From an optimization exercise on the open Yosys and OpenROAD flow, aimed at small area; shortcuts taken in it are not production practice.
The RTL was checked by simulation tests, not by an equivalence proof against the original design.
Power is estimated from default activity; no workload was simulated.

==> design/flow/constraint.sdc <==
create_clock -name core_clock -period 7.0 [get_ports {clk}]
set_input_delay 1.4000 -clock core_clock [delete_from_list [all_inputs] [get_ports {clk}]]
set_output_delay 1.4000 -clock core_clock [all_outputs]
set_load 0.01 [all_outputs]
==> design/flow/design.v <==
package branch_predictor_pkg;
    localparam int unsigned XLEN = 32;
endpackage
module bp_btb
#(
    parameter int unsigned ENTRIES = 16,
    parameter int unsigned IDX_W   = $clog2(ENTRIES),
    parameter int unsigned TAG_W   = 26,
    parameter int unsigned XLEN    = 32
)
(
    input  logic              clk,
    input  logic              rst_n,
    input  logic [IDX_W-1:0]  rd_idx_i,
    output logic              rd_valid_o,
    output logic              rd_jmp_o,
    output logic [TAG_W-1:0]  rd_tag_o,
    output logic [XLEN-1:0]   rd_target_o,
    input  logic              wr_en_i,
    input  logic [IDX_W-1:0]  wr_idx_i,
    input  logic              wr_jmp_i,
    input  logic [TAG_W-1:0]  wr_tag_i,
    input  logic [XLEN-1:0]   wr_target_i,
    input  logic              inv_en_i
);
    logic [ENTRIES-1:0] valid_q;
    logic [ENTRIES-1:0] jmp_q;
    logic [TAG_W-1:0]   tag_q [ENTRIES];
    logic [XLEN-1:0]    tgt_q [ENTRIES];
    logic [ENTRIES-1:0] rd_sel;
    always_comb begin
        rd_valid_o  = 1'b0;
        rd_jmp_o    = 1'b0;
        rd_tag_o    = '0;
        rd_target_o = '0;
        for (int unsigned i = 0; i < ENTRIES; i++) begin
            rd_sel[i]   = (rd_idx_i == IDX_W'(i));
            rd_valid_o  = rd_valid_o  | (rd_sel[i] & valid_q[i]);
            rd_jmp_o    = rd_jmp_o    | (rd_sel[i] & jmp_q[i]);
            rd_tag_o    = rd_tag_o    | ({TAG_W{rd_sel[i]}} & tag_q[i]);
            rd_target_o = rd_target_o | ({XLEN{rd_sel[i]}} & tgt_q[i]);
        end
    end
    for (genvar g = 0; g < ENTRIES; g++) begin : g_entry
        logic sel;
        assign sel = (wr_idx_i == IDX_W'(g));
        always_ff @(posedge clk or negedge rst_n) begin
            if (!rst_n) begin
                valid_q[g] <= 1'b0;
            end else if (sel && wr_en_i) begin
                valid_q[g] <= 1'b1;
            end else if (sel && inv_en_i) begin
                valid_q[g] <= 1'b0;
            end
        end
        always_ff @(posedge clk) begin
            if (sel && wr_en_i) begin
                jmp_q[g] <= wr_jmp_i;
                tag_q[g] <= wr_tag_i;
                tgt_q[g] <= wr_target_i;
            end
        end
    end
endmodule
module branch_predictor
#(
    parameter int unsigned XLEN    = branch_predictor_pkg::XLEN,
    parameter int unsigned ENTRIES = 16,
    parameter int unsigned IDX_W   = $clog2(ENTRIES)
)
(
    input  logic            clk,
    input  logic            rst_n,
    input  logic [XLEN-1:0] if_pc,
    output logic            pred_taken,
    output logic [XLEN-1:0] pred_target,
    input  logic            ex_valid,
    input  logic [XLEN-1:0] ex_pc,
    input  logic            ex_is_branch,
    input  logic            ex_is_jump,
    input  logic            ex_taken,
    input  logic [XLEN-1:0] ex_target,
    input  logic            ex_pred_taken,
    input  logic [XLEN-1:0] ex_pred_target,
    output logic            flush,
    output logic [XLEN-1:0] redirect_pc,
    output logic [31:0]     stat_branches,
    output logic [31:0]     stat_mispred
);
    localparam int unsigned TAG_W = XLEN - IDX_W - 2;
    logic [IDX_W-1:0] if_idx, u_idx;
    logic             rd_valid, rd_jmp;
    logic [TAG_W-1:0] rd_tag;
    logic [XLEN-1:0]  rd_target;
    logic             hit, is_br, wr_en, inv_en, bht_we, mis;
    logic [1:0]       bht_q [ENTRIES];
    logic [1:0]       bht_cur, bht_nxt;
    logic             flush_q;
    logic [XLEN-1:0]  redirect_q;
    logic [31:0]      branches_q, mispred_q;
    assign if_idx = if_pc[IDX_W+1:2];
    assign u_idx  = ex_pc[IDX_W+1:2];
    bp_btb #(
        .ENTRIES (ENTRIES),
        .IDX_W   (IDX_W),
        .TAG_W   (TAG_W),
        .XLEN    (XLEN)
    ) u_btb (
        .clk         (clk),
        .rst_n       (rst_n),
        .rd_idx_i    (if_idx),
        .rd_valid_o  (rd_valid),
        .rd_jmp_o    (rd_jmp),
        .rd_tag_o    (rd_tag),
        .rd_target_o (rd_target),
        .wr_en_i     (wr_en),
        .wr_idx_i    (u_idx),
        .wr_jmp_i    (ex_is_jump),
        .wr_tag_i    (ex_pc[XLEN-1:IDX_W+2]),
        .wr_target_i (ex_target),
        .inv_en_i    (inv_en)
    );
    assign hit         = rd_valid && (rd_tag == if_pc[XLEN-1:IDX_W+2]);
    assign pred_taken  = hit && (rd_jmp || bht_q[if_idx][1]);
    assign pred_target = hit ? rd_target : '0;
    assign is_br  = ex_is_branch && !ex_is_jump;
    assign wr_en  = ex_valid && (ex_is_jump || (is_br && ex_taken));
    assign inv_en = ex_valid && !ex_is_branch && !ex_is_jump && ex_pred_taken;
    assign bht_we = ex_valid && is_br;
    assign bht_cur = bht_q[u_idx] ^ 2'b01;
    always_comb begin
        if (ex_taken) begin
            bht_nxt = (bht_cur == 2'b11) ? bht_cur : bht_cur + 2'd1;
        end else begin
            bht_nxt = (bht_cur == 2'b00) ? bht_cur : bht_cur - 2'd1;
        end
    end
    assign mis = ex_valid && ((ex_taken != ex_pred_taken) ||
                              (ex_taken && (ex_target != ex_pred_target)));
    for (genvar g = 0; g < ENTRIES; g++) begin : g_bht
        always_ff @(posedge clk or negedge rst_n) begin
            if (!rst_n) begin
                bht_q[g] <= 2'b00;
            end else if (bht_we && (u_idx == IDX_W'(g))) begin
                bht_q[g] <= bht_nxt ^ 2'b01;
            end
        end
    end
    always_ff @(posedge clk or negedge rst_n) begin
        if (!rst_n) begin
            flush_q    <= 1'b0;
            redirect_q <= '0;
            branches_q <= '0;
            mispred_q  <= '0;
        end else begin
            flush_q <= mis;
            if (mis) begin
                redirect_q <= ex_taken ? ex_target : ex_pc + 32'd4;
            end
            if (ex_valid && (ex_is_branch || ex_is_jump) && (branches_q != '1)) begin
                branches_q <= branches_q + 32'd1;
            end
            if (mis && (mispred_q != '1)) begin
                mispred_q <= mispred_q + 32'd1;
            end
        end
    end
    assign flush         = flush_q;
    assign redirect_pc   = redirect_q;
    assign stat_branches = branches_q;
    assign stat_mispred  = mispred_q;
endmodule
==> design/flow/run.sh <==
#!/bin/bash
# synth_recipe.tcl (not shown) runs the flow's synth.tcl, then flattens the netlist and writes it again
# the make line also repeats each setting of config.mk as NAME=value (left out here)
make -C /OpenROAD-flow-scripts/flow DESIGN_CONFIG=/design/flow/config.mk WORK_HOME=/design/flow/orfs CLKGATE_MAP_FILE= SYNTH_SCRIPT=/design/flow/synth_recipe.tcl finish
==> design/flow/config.mk <==
export PLATFORM = sky130hd
export DESIGN_NAME = branch_predictor
export DESIGN_NICKNAME = branch_predictor
export VERILOG_FILES = /design/flow/design.v
export SDC_FILE = /design/flow/constraint.sdc
export NUM_CORES = 4
export LEC_CHECK = 0
export CAP_MARGIN = 20
export CORE_MARGIN = 2
export CORE_UTILIZATION = 40
export SLEW_MARGIN = 20
==> summary.md <==
The logs give 43200 um2 for the cell area after technology mapping and 2865 for the net count after synthesis. The length in cells of the worst reg-to-reg path works out to 8. The cell at the root of the clock tree was clkbuf_16.

The run gives 0 as the total count of hold-check failures in the final report. Synthesis instantiated 74 different standard cells from the library. In the synthesized netlist the dominant register cell turns out to be edfxtp_1. The routed design has 143000 um of wire. In this run the most critical hold path is launched from bht_q[5][0]$_DFFE_PN0P_. For this design the static power due to leakage is 17.4 nW.

Synthesized instance count: 2724. Fill cells in the final layout number 9042. The routed wirelength normalized by instance count was 31.0 um; the total track usage was 0.253.

The reg-to-reg critical path startpoint is branches_q[10]$_DFFE_PN0P_. The endpoint of the worst register-to-register path is branches_q[27]$_DFFE_PN0P_. The effective utilization at floorplan is 0.403. The tools report the number of setup buffers added after CTS as 0. The largest delay contributor family on the critical path was buffers and inverters.

The count of cells resized by post-cts repair is 0, and the Yosys warning count is 5. Once routing completed, OpenROAD measured the worst setup slack at 0.109 ns. At the worst endpoint, the required time is 5.60 ns. The flow ran to the end and the layout has no timing, DRC or antenna violations.

After legalization and detailed placement, the total HPWL measured 86700 um. The total iterations of the first detailed-routing run is 5, and the global route total overflow is 0. From synthesis to final layout, the design area changed by 20.8%.

The share of synthesized area occupied by flip-flops and latches came out at 0.739. Buffers inserted during clock tree synthesis total 109. The first global-routing pass estimated 202000 um of wire. The worst max-slew margin expressed relative to the limit was 0.251.

The tool flagged a number of max-cap violations equal to 0. Hold repair after CTS inserted 0 buffers. The number of enable-type register cells in the synthesized netlist is 944. Critical setup path kind: in2out. For the number of pins exceeding their max-slew limit in the final report, the log shows 0.

The design draws 14.4 mW. In this design, the critical path's most frequently occurring cell is buf_4. Timing would allow up to 0.145 GHz. The clock period minus worst slack works out to 6.89 ns. Flop-to-flop setup slack: 3.84 ns. The number of clock sinks is 1089. The H-tree was split into 3 levels. The final RePlAce weighted congestion is 0.887. The tools report the category of the worst setup path capture point as a primary output. Across the VDD grid, the largest voltage drop is 0.203 mV.

The critical path goes through buf_6 -> buf_4 -> buf_4 -> mux2_1 -> a32o_1 -> a2111oi_2 -> xnor2_1 -> nor4_2 -> nand4_2 -> buf_12 -> a311oi_2 -> clkdlybuf4s50_1. For this design, the slowest cell found on the critical path is clkdlybuf4s50_1. Largest net degree at the start of global routing: 97. The number of global-route vias before repair was 27600; the number of synthesized register bits was 1089. The tools report the area of placed instances as 48700 um2. The clock passes through at most 3 buffers.

The tools report the cell area after layout as 52200 um2. During I/O placement, the number of pins put on the boundary was 265. The final routed DRC violation total was 0; the floorplan die height was 333 um. For the pin with the worst max-slew slack, the measured transition is 1.12 ns. The final antenna-violating net count is 0, and the final sum of negative setup slack is 0 ns.

The insertion delay of the later-clocked pin in the worst-skew pair is 0.70 ns, and the area taken by multi-input logic gates is 10700 um2. The class of the most critical hold timing path was reg2reg. Setup violations remaining at the end of the flow were counted as 0. The logs give 28200 for the via count of the routed design and 3663 for the number of design-rule violations left by the first detailed-router iteration.

On the worst path, the slowest cell contributes a delay of 0.61 ns. The final setup skew is 0.0113 ns, and the hold-critical path depth is 2. The power per standard cell area is 275 nW/um2. The post-route fraction of the period consumed by the critical path came out at 0.984. The layout cell share with drive strength beyond 1 works out to 0.153. The per-instance average area after synthesis works out to 15.9 um2. The total area of sequential cells is 32000 um2. Setup repair after global routing left no endpoint under its margin. Dividing the detail-routed via count by the number of cells gives 6.10. The row count is 120, and the core box area is 107000 um2.

STA classifies the critical path startpoint as an input pin. Fraction of registers with async set or reset after synthesis: 0.133. The critical path data arrival time is 5.49 ns, and the critical-path maximum fanout is 35. Counting both buffers and inverters, the worst setup path holds a total of 5. The worst hold path terminates at bht_q[5][0]$_DFFE_PN0P_. Clock edge transition at the registers on the reported setup and hold paths: 0.06 ns.

The floorplan step defined a die boundary enclosing 111000 um2. The die extent in x is 333 um, and the number of antenna violations at the first check in global routing is 8. OpenSTA, run right after detailed placement, puts the worst setup slack at 0.0342 ns. Port buffering added 262 buffers. TritonCTS built the clock tree. The run gives 3264 as the number of nets in the layout.
[worst max path at each step]
stage	slack, ns	cells past startpoint	from	end
after floorplan	1.47	12	if_pc[5]	pred_target[10]
after global placement	0.02	14	if_pc[4]	pred_target[12]
after detailed placement	0.03	14	if_pc[4]	pred_target[12]
after CTS	0.007	14	if_pc[4]	pred_target[12]
after global routing	0.03	13	if_pc[4]	pred_target[0]
final	0.11	12	if_pc[4]	pred_target[12]
[kinds of logic after synthesis]
family                   share of synthesized area
AO/OA/AOI/OAI                                0.106
XOR/XNOR                                    0.0294
adder cells (fa/ha/maj)                    0.00220
buffers and inverters                       0.0206
flip-flops                                   0.739
multiplexers                                0.0337
AND/OR/NAND/NOR                             0.0688
[per-layer routing]
layer,routed length [um],global-route usage
met5,21,0
met4,3200,0.0651
met3,16600,0.0669
met2,66800,0.404
met1,56500,0.344
[cell usage after synthesis (all sizes together) (5+ instances only)]
master   number  area (um2)
edfxtp      944       28300
a22oi       196        1470
dfrtp       145        3630
nand2       140         526
o21ai       106         531
clkbuf      101         379
nand3        97         485
nor2         83         312
a22o         76         666
xor2         75         657
a221oi       74         648
xnor2        70         613
mux2         69         777
buf          62         440
mux2i        59         591
nand4        56         357
and3         40         250
nor3         38         195
a21oi        28         140
nor4         22         163
o22ai        22         138
a311oi       20         275
inv          19        71.3
and4         16         140
nor2b        14        87.6
a32oi        13         114
and2         12        75.1
a31oi        10        62.6
o221ai       10        87.6
o2bb2ai       7        61.3
a222oi        6        60.1
and3b         6        52.6
ha            6        75.1
nand2b        6        37.5
nand3b        6        45.0
and4b         5        50.1
nor4bb        5        50.1
o211ai        5        37.5
[tightest hold or removal path, stage by stage (launching register included)]
cell	delay, ns
dfrtp_1	0.35
nand2_1	0.05
o21ai_0	0.06
[power by group]
group	leakage [nW]	internal [mW]	total, mW	switching, mW
Combinational	5.35	0.477	1.18	0.707
Sequential	10.4	7.27	7.40	0.129
Clock	1.72	3.31	5.80	2.48
Total	17.4	11.1	14.4	3.32
[layout make-up]
type,count,share of cell area
Antenna cell,1,0.0000479
Clock inverter,68,0.0115
Multi-Input combinational cell,1453,0.204
Tap cell,1403,0.0336
Inverter,19,0.00137
Timing Repair Buffer,451,0.0819
Clock buffer,132,0.0557
Sequential cell,1089,0.612
[cell usage in the layout (no fill, tap or decap), types with 58 or more instances in the layout]
cell and instances:
mux2_2 66, clkdlybuf4s50_1 253, nor2_1 65, edfxtp_1 944
buf_4 174, xor2_1 75, a22o_1 76, a221oi_1 74
nand2_1 139, mux2i_1 58, nand3_1 97, o21ai_0 105
a22oi_1 196, clkbuf_16 113, xnor2_1 70, dfrtp_1 145
[per-stage QoR]
step                      instances  utilization  hold WS, ns
after floorplan                2724            -        0.442
after global placement         4414        0.454        0.460
after detailed placement       4414        0.454        0.470
after CTS                      4614        0.487        0.484
after global routing           4616        0.487        0.513
final                          4616        0.487        0.485
[state kept, by name, summed over array words and instances, names as in the netlist]
name and flops:
bht_q 32, branches_q 32, flush_q 1, mispred_q 32
redirect_q 32, u_btb.jmp_q 16, u_btb.tag_q 416, u_btb.tgt_q 512
u_btb.valid_q 16

afterwards: timing with drivers on the ports:
The results above use ideal ports. As a check the final layout listed here was re-extracted and re-timed, cells and wires unchanged.
Step 1 (the two cells are an assumption about what drives the block):
set clk [get_ports {clk}]
set_driving_cell -lib_cell sky130_fd_sc_hd__clkbuf_16 $clk
set_driving_cell -lib_cell sky130_fd_sc_hd__buf_2 [delete_from_list [all_inputs] $clk]
Step 2, shift: input delay + t, output delay - t, t = (earliest + latest rising clock arrival at the registers) / 2. This alone moves slack from input paths to output paths.
a / b / c = no drivers / after step 1 / after step 2; a / b = the first two.
t, ns: 0.758
setup slack, ns: 0.109 / 0.044 / 0.044
clock arrival spread, ns: 0.022 / 0.022
worst register clock-pin slew, ns: 0.07 / 0.07
After both steps this run still meets setup and hold. For this run, drivers alone change the setup slack by -0.065 ns; drivers and shift together by -0.065 ns.
